What follows belongs to an exercise in optimizing a design on an open flow for small area; a production flow would make more cautious choices. No run shown here included a check of the RTL's function; only the layout flow was run. No activity file was given, so power comes from the tool's default toggle rates.

<file path="design.v">
module rf_oai22 (
  input  logic a1, a2, b1, b2,
  output logic y
);
  assign y = ~((a1 | a2) & (b1 | b2));
endmodule
module rf_aoi222 (
  input  logic a1, a2, b1, b2, c1, c2,
  output logic y
);
  assign y = ~((a1 & a2) | (b1 & b2) | (c1 & c2));
endmodule
module rf_nand4 (
  input  logic a, b, c, d,
  output logic y
);
  assign y = ~(a & b & c & d);
endmodule
module rf_nand3 (
  input  logic a, b, c,
  output logic y
);
  assign y = ~(a & b & c);
endmodule
module rf_nand2 (
  input  logic a, b,
  output logic y
);
  assign y = ~(a & b);
endmodule
module rf_nor2 (
  input  logic a, b,
  output logic y
);
  assign y = ~(a | b);
endmodule
module rf_nor3 (
  input  logic a, b, c,
  output logic y
);
  assign y = ~(a | b | c);
endmodule
module rf_or3 (
  input  logic a, b, c,
  output logic x
);
  assign x = a | b | c;
endmodule
module rf_xor2 (
  input  logic a, b,
  output logic x
);
  assign x = a ^ b;
endmodule
module rf_rdbit (
  input  logic [32:0] s,
  input  logic [32:0] d,
  output logic        x
);
  logic [10:0] y;
  logic [2:0]  p;
  for (genvar k = 0; k < 11; k++) begin : g_aoi
    rf_aoi222 u (.a1(s[3*k]), .a2(d[3*k]), .b1(s[3*k+1]), .b2(d[3*k+1]),
                 .c1(s[3*k+2]), .c2(d[3*k+2]), .y(y[k]));
  end
  rf_nand4 u_n0 (.a(y[0]), .b(y[1]), .c(y[2]),  .d(y[3]), .y(p[0]));
  rf_nand4 u_n1 (.a(y[4]), .b(y[5]), .c(y[6]),  .d(y[7]), .y(p[1]));
  rf_nand3 u_n2 (.a(y[8]), .b(y[9]), .c(y[10]),           .y(p[2]));
  rf_or3   u_o  (.a(p[0]), .b(p[1]), .c(p[2]), .x(x));
endmodule
module reg_file_bypass #(
  parameter int DATA_W   = 32,
  parameter int ADDR_W   = 5,
  parameter int ZERO_REG = 1,
  parameter int BYPASS   = 1
) (
  input  logic              clk,
  input  logic              reset,
  input  logic              REIn,
  input  logic [ADDR_W-1:0] A1In,
  input  logic [ADDR_W-1:0] A2In,
  input  logic [ADDR_W-1:0] A3In,
  input  logic [DATA_W-1:0] WD3In,
  input  logic              WE3,
  input  logic              PendSetIn,
  input  logic [ADDR_W-1:0] PendAIn,
  output logic [DATA_W-1:0] RD1Out,
  output logic [DATA_W-1:0] RD2Out,
  output logic              Busy1Out,
  output logic              Busy2Out
);
  localparam int DEPTH = 2 ** ADDR_W;
  logic [DATA_W-1:0] mem   [1:DEPTH-1];   
  logic [DATA_W-1:0] mem_d [1:DEPTH-1];
  logic              T;                   
  logic [DATA_W-1:0] wdx;                 
  logic [DEPTH-1:1]  nvld;                
  logic [DEPTH-1:1]  pend;
  logic [DEPTH-1:1]  wsel, nwsel;         
  logic [DEPTH-1:1]  pend_nx;
  logic [DEPTH-1:1]  s1, s2;              
  logic [3:0]        npl1, npl2;          
  logic [7:0]        nph1, nph2;          
  logic              hit1, hit2;
  logic              byp1, byp2, hold;
  logic              any1, any2;
  logic [DATA_W-1:0] rr1, rr2;            
  logic [DATA_W-1:0] rr1_nx, rr2_nx;
  logic              tr1, tr2;            
  logic              tr1_nx, tr2_nx;
  logic              b1_nx, b2_nx;
  always_comb begin
    for (int i = 1; i < DEPTH; i++)
      wsel[i] = WE3 && (A3In == ADDR_W'(i));
  end
  for (genvar i = 1; i < DEPTH; i++) begin : g_wdec
    assign nwsel[i] = ~wsel[i];
  end
  always_comb begin
    hit1 = WE3 && (A3In == A1In);
    hit2 = WE3 && (A3In == A2In);
    for (int j = 0; j < 4; j++) begin
      npl1[j] = !(REIn && !hit1 && A1In[1:0] == 2'(j));
      npl2[j] = !(REIn && !hit2 && A2In[1:0] == 2'(j));
    end
    for (int k = 0; k < 8; k++) begin
      nph1[k] = !(A1In[4:2] == 3'(k));
      nph2[k] = !(A2In[4:2] == 3'(k));
    end
    byp1 = REIn && hit1 && (A1In != '0);
    byp2 = REIn && hit2 && (A2In != '0);
    hold = !REIn;
  end
  for (genvar i = 1; i < DEPTH; i++) begin : g_rsel
    rf_nor3 u_s1 (.a(npl1[i % 4]), .b(nph1[i / 4]), .c(nvld[i]), .y(s1[i]));
    rf_nor3 u_s2 (.a(npl2[i % 4]), .b(nph2[i / 4]), .c(nvld[i]), .y(s2[i]));
  end
  always_comb begin
    for (int i = 1; i < DEPTH; i++)
      pend_nx[i] = (PendSetIn && PendAIn == ADDR_W'(i)) | (pend[i] & ~wsel[i]);
    any1 = |s1;
    any2 = |s2;
    tr1_nx = REIn ? (T & (any1 | byp1)) : tr1;
    tr2_nx = REIn ? (T & (any2 | byp2)) : tr2;
    b1_nx  = !REIn & Busy1Out;
    b2_nx  = !REIn & Busy2Out;
    for (int i = 1; i < DEPTH; i++) begin
      b1_nx = b1_nx | (REIn && A1In == ADDR_W'(i) && pend_nx[i]);
      b2_nx = b2_nx | (REIn && A2In == ADDR_W'(i) && pend_nx[i]);
    end
  end
  for (genvar b = 0; b < DATA_W; b++) begin : g_wdx
    rf_xor2 u_x (.a(WD3In[b]), .b(T), .x(wdx[b]));
  end
  for (genvar i = 1; i < DEPTH; i++) begin : g_row
    for (genvar b = 0; b < DATA_W; b++) begin : g_bit
      rf_oai22 u_w (.a1(nwsel[i]), .a2(wdx[b]), .b1(wsel[i]), .b2(mem[i][b]),
                    .y(mem_d[i][b]));
    end
  end
  for (genvar b = 0; b < DATA_W; b++) begin : g_rd
    logic [32:0] t1s, t1d, t2s, t2d;
    for (genvar i = 1; i < DEPTH; i++) begin : g_t
      assign t1s[i-1] = s1[i];
      assign t1d[i-1] = mem[i][b];
      assign t2s[i-1] = s2[i];
      assign t2d[i-1] = mem[i][b];
    end
    assign t1s[31] = byp1;  assign t1d[31] = wdx[b];
    assign t1s[32] = hold;  assign t1d[32] = rr1[b];
    assign t2s[31] = byp2;  assign t2d[31] = wdx[b];
    assign t2s[32] = hold;  assign t2d[32] = rr2[b];
    rf_rdbit u_r1 (.s(t1s), .d(t1d), .x(rr1_nx[b]));
    rf_rdbit u_r2 (.s(t2s), .d(t2d), .x(rr2_nx[b]));
    rf_xor2 u_o1 (.a(rr1[b]), .b(tr1), .x(RD1Out[b]));
    rf_xor2 u_o2 (.a(rr2[b]), .b(tr2), .x(RD2Out[b]));
  end
  always_ff @(posedge clk) begin
    for (int i = 1; i < DEPTH; i++) mem[i] <= mem_d[i];
  end
  always_ff @(posedge clk or posedge reset) begin
    if (reset) begin
      T    <= 1'b0;
      nvld <= '1;
      pend <= '0;
    end else begin
      T    <= ~T;
      nvld <= nvld & nwsel;
      pend <= pend_nx;
    end
  end
  always_ff @(posedge clk or posedge reset) begin
    if (reset) begin
      rr1      <= '0;
      rr2      <= '0;
      tr1      <= 1'b0;
      tr2      <= 1'b0;
      Busy1Out <= 1'b0;
      Busy2Out <= 1'b0;
    end else begin
      rr1      <= rr1_nx;
      rr2      <= rr2_nx;
      tr1      <= tr1_nx;
      tr2      <= tr2_nx;
      Busy1Out <= b1_nx;
      Busy2Out <= b2_nx;
    end
  end
endmodule
</file>
<file path="constraint.sdc">
create_clock -name core_clock -period 4.0 [get_ports {clk}]
set_input_delay 0.8000 -clock core_clock [delete_from_list [all_inputs] [get_ports {clk}]]
set_output_delay 0.8000 -clock core_clock [all_outputs]
set_load 0.01 [all_outputs]
</file>
<file path="run.sh">
#!/bin/bash
# synth_recipe.tcl (not shown) runs the flow's synth.tcl, then flattens the netlist and writes it again
# the make line also repeats each setting of config.mk as NAME=value (left out here)
make -C /OpenROAD-flow-scripts/flow DESIGN_CONFIG=/design/flow/config.mk WORK_HOME=/design/flow/orfs CLKGATE_MAP_FILE= SYNTH_SCRIPT=/design/flow/synth_recipe.tcl finish
</file>
<file path="config.mk">
export PLATFORM = sky130hd
export DESIGN_NAME = reg_file_bypass
export DESIGN_NICKNAME = reg_file_bypass
export VERILOG_FILES = /design/flow/design.v
export SDC_FILE = /design/flow/constraint.sdc
export NUM_CORES = 4
export LEC_CHECK = 0
export CAP_MARGIN = 20
export CORE_MARGIN = 2
export CORE_UTILIZATION = 40
export SLEW_MARGIN = 20
export SYNTH_HIERARCHICAL = 1
export SYNTH_MINIMUM_KEEP_SIZE = 0
</file>
==> qor.txt, run 1 <==
Min Clock Period, post-route - 3.81 ns
clk latency of the worst-skew pair - 0.73 ns
Hold Crit Class - reg -> reg
post-CTS setup buffer count - 0
clock-pin transition on the worst setup and hold timing paths - 0.06 ns
ratio of cells with drive above 1 in the final layout - 0.207
Layout area overhead - 31.6%
syn nets - 3717
WL/cell - 33.9 µm
Cell Area, Synth - 0.0419 mm²
Slew Viols, Final - 0
FFs w/ async S/R, synth - 0.117
CP Capture Type - output port
Die ar. - 0.107 mm²
leakage power - 20.9 nW
startpoint types - flip-flop
I/O pin cnt - 123
complex-gate fraction of the synthesized area - 0.332
H-Tree Depth - 3
status - timing/DRC/antenna clean
final wirelength - 201000 µm
Core Util, Final - 0.532
DP Worst Slack - -0.330 ns
Pre-antenna DRT Iters - 14
first-pass GRT wire length - 290000 µm
gpl congestion - 0.982
Post-Syn Area per Cell - 11.5 µm²
critical path type - reg -> out
cts hold-fix bufs - 0
CTS resizes - 0
Synth Area in Adders - 0
antenna violations before repair - 3
Total Power - 32.3 mW
setup TNS - 0 ns
largest net degree at the start of global routing - 53
peak supply drop - 423 µV
design area - 0.0552 mm²
CORE AREA - 0.104 mm²
Vias - 45000
crit path DAT - 3.01 ns
post-route DRC violation count - 0
Post-DRT Antenna Nets - 0
CTS tree - done
Max-slew headroom - 0.170
final net count - 4503
Max Root-Sink Buffers - 3
Yosys reg bits - 1123
most frequent cells in the layout - o22ai_1, dfxtp_1, a222oi_1
post-place instance area - 0.0509 mm²
RSZ-0062 raised after global routing - no
Power per Cell Area - 585 mW/mm²
via/cell ratio - 7.60
top post-synthesis cells by area - dfxtp_1, a222oi_1, o22ai_1
Cell variety after synth - 68
Initial Util - 0.404
largest family of logic cells by synthesized area - compound AO/OA/AOI/OAI gates
input/output buffers - 122
register area share after synthesis - 0.552
Least-Margin Pin Slew - 1.24 ns
Finish-stage setup viols - 0
Syn Inst Count - 3660
gr usage total - 0.358
peak fanout along the critical path - 17
synth warn - 10
Layout fillers - 9064
post-synthesis mux area share - 0
initial drt markers - 10800
clock root buffer master - clkbuf_16
Remaining Overflow, GRT - 0
final worst slack - 0.194 ns
Synth top area share - 0.473
Row Count - 118
CTS Buf Count - 114
Fmax - 263 MHz
max-cap violations - 0
Die Y - 328 µm
Num Clock Sinks - 1123
vias in the first global route - 42400
Final Hold Viols - 0
Post-Synth XOR/XNOR Area - 0.0223
most common cell after layout, fill and taps aside - o22ai_1
main flop type after synthesis - dfxtp_1
cell taking the most area after synthesis - dfxtp_1
Layout Skew - 0.0396 ns
hpwl dp - 133000 µm
Simple-Gate Fraction of Synth Area - 0.0868
Die Wd - 328 µm
final period utilization - 0.951
Crit path required time - 3.20 ns
Post-synth EDFFs - 0
[cells in the mapped netlist, types with 7 or more instances]
library cell	number
o22ai_1	994
dfxtp_1	992
a222oi_1	705
nand4_1	137
xor2_1	105
dfrtp_1	100
nand3_1	74
nand2_1	73
or3_1	67
nor3_2	62
inv_1	39
dfstp_2	31
and2_1	26
nor2_1	26
nor2b_1	23
o21ai_0	21
nor4_1	19
clkbuf_1	18
a21oi_1	12
a22o_1	12
nand4b_1	8
a31oi_1	7
[final timing paths]
check                         endpoint  slack (ns)         from  cells after the start
max                         RD1Out[31]        0.19          tr1                      3
min                        mem[20][24]        0.47  mem[20][24]                      1
max reg2reg                mem[22][17]        1.15            T                      4
min reg2reg                mem[20][24]        0.47  mem[20][24]                      1
max in group asynchronous     nvld[18]        2.58        reset                      3
min in group asynchronous            T        0.59        reset                      2
[report_power, final]
part	leakage (nW)	switching [mW]	total (mW)	internal (mW)
registers	10.1	2.24	16.2	13.9
clock network	2.03	4.75	11.8	7.03
logic	8.86	2.19	4.37	2.19
total	20.9	9.17	32.3	23.1
[stage by stage]
stage | hold WS, ns | std cells
5_1_grt | 0.479 | 5924
4_1_cts | 0.473 | 5919
2_1_floorplan | 0.441 | 3660
6_report | 0.472 | 5925
3_3_place_gp | 0.449 | 5687
3_5_place_dp | 0.459 | 5705
[registers in the layout, summed over array words and instances (netlist names)]
signal and count:
mem 992, tr2 1, pend 31, Busy2Out 1, tr1 1, Busy1Out 1, T 1, rr2 32
nvld 31, rr1 32
[cell type report]
cell class	count	area, µm²	share of cell area
Sequential cell	1123	23200	0.420
Multi-Input combinational cell	2471	19300	0.349
Timing Repair Buffer	697	6680	0.121
Clock buffer	164	3320	0.0602
Tap cell	1380	1730	0.0313
Clock inverter	50	838	0.0152
Inverter	39	150	0.00272
Antenna cell	1	2.50	0.0000453
[cell families after synthesis]
kind of cell           count (synthesis)
AO/OA/AOI/OAI                       1789
flip-flops                          1123
buffers and inverters                 66
XOR/XNOR                             107
AND/OR/NAND/NOR                      575
[Yosys stat by module, one instance, submodules excluded, a selection]
module / flops+latches / cells inside
rf_nand3: 0 / 1
rf_or3: 0 / 1
rf_xor2: 0 / 1
rf_nand4: 0 / 1
rf_oai22: 0 / 1
rf_nor3: 0 / 1
reg_file_bypass: 1123 / 1550
rf_aoi222: 0 / 1
[critical path, cell delays in order (launching register included)]
cell,delay [ns]
dfrtp_2,0.85
buf_4,0.43
xor2_1,0.38
clkdlybuf4s50_1,0.62
[routing by layer]
layer / GRT usage / routed length [µm] / vias to the layer above / part of all wire
met5: 0 / 32 / - / 0.00016
met4: 0.245 / 16700 / 4 / 0.083
met3: 0.0836 / 28600 / 795 / 0.14
met2: 0.501 / 81000 / 4119 / 0.40
met1: 0.488 / 74500 / 21700 / 0.37
li1: - / - / 18400 / -
==> run 2: changes to the inputs <==
==> flow/run.sh (new file) <==
#!/bin/bash
# Own layout flow: the standard ORFS flow (standard.sh), with
#  - port buffers from the smallest buffer cell,
#  - clock tree without dummy loads, from small clock buffers,
#  - power recovery (downsizing gates with slack) after global routing.
# make's full output goes to flow_make.log in the work folder; ORFS's own
# per-step logs stay under orfs/logs.
set -euo pipefail
export BUFFER_PORTS_ARGS="-buffer_cell sky130_fd_sc_hd__buf_1"
export CTS_ARGS="-sink_clustering_enable -repair_clock_nets -dont_use_dummy_load -buf_list {sky130_fd_sc_hd__clkbuf_4 sky130_fd_sc_hd__clkbuf_8}"
export RECOVER_POWER=100
bash standard.sh finish > flow_make.log 2>&1
==> standard.sh (new file) <==
#!/bin/bash
# synth_recipe.tcl (not shown) runs the flow's synth.tcl, then flattens the netlist and writes it again
# the make line also repeats each setting of config.mk as NAME=value (left out here)
make -C /OpenROAD-flow-scripts/flow DESIGN_CONFIG=/design/flow/config.mk WORK_HOME=/design/flow/orfs CLKGATE_MAP_FILE= SYNTH_SCRIPT=/design/flow/synth_recipe.tcl "${@:-finish}"
--- a/config.mk
+++ b/config.mk
@@ -9,3 +9,4 @@
 export CORE_MARGIN = 2
-export CORE_UTILIZATION = 40
+export CORE_UTILIZATION = 50
+export GPL_TIMING_DRIVEN = 0
 export SLEW_MARGIN = 20
removed: run.sh
==> qor.txt, run 2 <==
Hold Crit Class - in -> reg
Layout Skew - 0.0516 ns (+0.0120 ns)
final worst slack - -0.236 ns (-0.431 ns)
initial drt markers - 10400 (-3.6%)
Final Hold Viols - 0 (unchanged)
top post-synthesis cells by area - dfxtp_1, a222oi_1, o22ai_1
antenna violations before repair - 6 (+3)
Syn Inst Count - 3660 (unchanged)
status - finished with violations
Power per Cell Area - 559 mW/mm² (-4.5%)
WL/cell - 39.4 µm (+16%)
Fail Reasons - max-capacitance violations, max-slew violations, negative setup slack
r2r setup slk - 0.25 ns (-0.90 ns)
CTS Buf Count - 179 (+57%)
syn nets - 3717 (unchanged)
input/output buffers - 120 (-1.6%)
Post-DRT Antenna Nets - 0 (unchanged)
Die Wd - 294 µm (-10%)
critical path type - in -> reg
ratio of cells with drive above 1 in the final layout - 0.128 (-0.0790)
vias in the first global route - 43900 (+3.5%)
CTS tree - done
H-Tree Depth - 4 (+1)
first-pass GRT wire length - 297000 µm (+2.3%)
Post-Syn Area per Cell - 11.5 µm² (unchanged)
Slew Viols, Final - 496 (+496)
Synth top area share - 0.473 (unchanged)
Max Root-Sink Buffers - 3 (unchanged)
top-count cell post-synth - o22ai_1
main flop type after synthesis - dfxtp_1
crit path DAT - 4.85 ns (+1.84 ns)
setup TNS - -11.52 ns (-11.52 ns)
placed instance count - 5086 (-11%)
leakage power - 18.4 nW (-12%)
Pre-antenna DRT Iters - 13 (-1)
final period utilization - 1.06 (+0.108)
top flop regs - mem (992), rr1 (32), rr2 (32)
final net count - 4250 (-5.6%)
peak supply drop - 407 µV (-3.8%)
CP Capture Type - flip-flop
hpwl dp - 140000 µm (+5.4%)
peak fanout along the critical path - 35 (+18)
Initial Util - 0.503 (+0.0987)
clock-pin transition on the worst setup and hold timing paths - 0.06 ns (about the same)
RSZ-0062 raised after global routing - no
largest net degree at the start of global routing - 43 (-19%)
cell taking the most area after synthesis - dfxtp_1
CORE AREA - 0.0834 mm² (-20%)
most frequent cells in the layout - o22ai_1, dfxtp_1, a222oi_1
via/cell ratio - 8.50 (+12%)
Cell Area, Synth - 0.0419 mm² (unchanged)
DP Worst Slack - -1.04 ns (-0.705 ns)
Fin Hold WS - 0.401 ns (-0.0711 ns)
synth warn - 10 (unchanged)
Finish-stage setup viols - 163 (+163)
Least-Margin Pin Slew - 2.33 ns (+1.09 ns)
register area share after synthesis - 0.552 (unchanged)
Post-synth EDFFs - 0 (unchanged)
Crit path required time - 4.62 ns (+1.42 ns)
Yosys reg bits - 1123 (unchanged)
Layout fillers - 6771 (-25%)
Vias - 44800 (-0.35%)
Row Count - 106 (-10%)
most common cell after layout, fill and taps aside - o22ai_1
gr usage total - 0.466 (+0.108)
Reg with most FFs - mem
gpl congestion - 1.05 (+6.7%)
FFs w/ async S/R, synth - 0.117 (unchanged)
post-route DRC violation count - 0 (unchanged)
max-cap violations - 19 (+19)
Max-slew headroom - -0.557 (-0.727)
startpoint types - input port
Min Clock Period, post-route - 4.24 ns (+0.431 ns)
final wirelength - 208000 µm (+3.5%)
synth cell count leaders - o22ai_1, dfxtp_1, a222oi_1
clk latency of the worst-skew pair - 0.86 ns (+0.13 ns)
Die ar. - 0.0862 mm² (-20%)
Die Y - 294 µm (-10%)
max reg flops - 992 (unchanged)
Total Power - 28.1 mW (-13%)
Num Clock Sinks - 1123 (unchanged)
post-route insts no fill - 5276 (-11%)
Fmax - 236 MHz (-10%)
Layout area overhead - 20.0%
I/O pin cnt - 123 (unchanged)
clock root buffer master - clkbuf_8
Cell variety after synth - 68 (unchanged)
Remaining Overflow, GRT - 0 (unchanged)
[run 2: power breakdown]
group,switching [mW],internal [mW]
combinational,2.23,1.73
clock,4.17,3.93
sequential,2.14,13.9
[run 2: path summary, 6_finish.rpt]
kind | startpoint | to | cells after the start
hold reg to reg | mem[20][30] | mem[20][30] | 1
max in group asynchronous | reset | rr2[12] | 5
min in group asynchronous | reset | rr2[19] | 3
setup / recovery | WE3 | mem[29][22] | 7
setup reg to reg | T | rr2[27] | 6
hold / removal | PendAIn[4] | pend[19] | 3
[run 2: worst max-delay path, stage by stage]
cell,delay (ns)
clkbuf_1,0.36
clkbuf_1,0.46
and4b_1,0.36
nand2_1,1.23
inv_1,1.26
buf_16,0.26
o22ai_1,0.09
[run 2: final cells by class]
type                       instances  area (µm²)  area share
inverter                          39         150     0.00298
tap                             1080        1350      0.0268
antenna                            5        12.5    0.000249
sequential                      1123       23200       0.460
clock buffer                     179        2460      0.0489
buffer                            27         125     0.00249
timing repair buffer             352        3920      0.0779
multi-input combinational       2471       19100       0.380
[run 2: timing repair]
item                                    CTS  global route
hold endpoints to repair                 15             0
hold buffers                              1             0
gates resized for setup                   5             4
gates cloned                              0             0
endpoints found under the setup margin   31            38
buffers inserted                          5             0
pin swaps                                 3             1
[run 2: per-stage QoR]
step / area [µm²] / util
3_3_place_gp: 43800 / 0.525
6_report: 50300 / 0.603
2_1_floorplan: 42000 / -
4_1_cts: 51600 / 0.619
5_1_grt: 50300 / 0.603
3_5_place_dp: 49100 / 0.588
[run 2: cells by family after synthesis]
group | synth area share
flip-flops | 0.552
AO/OA/AOI/OAI | 0.332
buffers and inverters | 0.00668
AND/OR/NAND/NOR | 0.0868
XOR/XNOR | 0.0223
[run 2: metal layers]
metal  share of wire  vias to the layer above  GRT usage
li1                -                    17700          -
met1            0.34                    21500      0.584
met2            0.40                     4615      0.659
met3            0.17                      999      0.163
met4           0.090                        6      0.346
met5         0.00021                        -    0.00227
[run 2: modules after synthesis, one instance, submodules excluded, a selection]
module | copies in the design | flops+latches | area (µm²)
rf_nand4 | 128 | 0 | 6.26
rf_oai22 | 992 | 0 | 6.26
reg_file_bypass | 1 | 1123 | 25700
rf_xor2 | 96 | 0 | 8.76
rf_nand3 | 64 | 0 | 5.00
rf_nor3 | 62 | 0 | 10.0
rf_aoi222 | 704 | 0 | 10.0
rf_or3 | 64 | 0 | 6.26

-- separate check: timing with driven ports --
How much do the figures lean on ideal ports? The routed layouts below were timed once more, with nothing changed but the port constraints. Step 1 (the two cells are an assumption about what drives the block):
set clk [get_ports {clk}]
set_driving_cell -lib_cell sky130_fd_sc_hd__clkbuf_16 $clk
set_driving_cell -lib_cell sky130_fd_sc_hd__buf_2 [delete_from_list [all_inputs] $clk]
Step 2 also shifts input and output timing later by t, the mid clock arrival at the registers, as if the neighbouring blocks saw the same clock. a / b / c = ideal / step 1 / step 2; a / b = the first two.
run | t, ns | setup slack, ns | latest minus earliest clock arrival (ns) | worst data-port slew with drivers (ns) | cell pins on the clock port's net
run 1 | 0.784 | 0.194 / 0.121 / -0.499 | 0.041 / 0.041 | 0.05 | 1
run 2 | 0.897 | -0.236 / -0.194 / -1.092 | 0.059 / 0.059 | 0.04 | 1
Met with ideal ports but missed after step 2: setup timing in run 1. For run 2, which loses most, drivers alone change the setup slack by +0.042 ns; drivers and shift together by -0.856 ns.
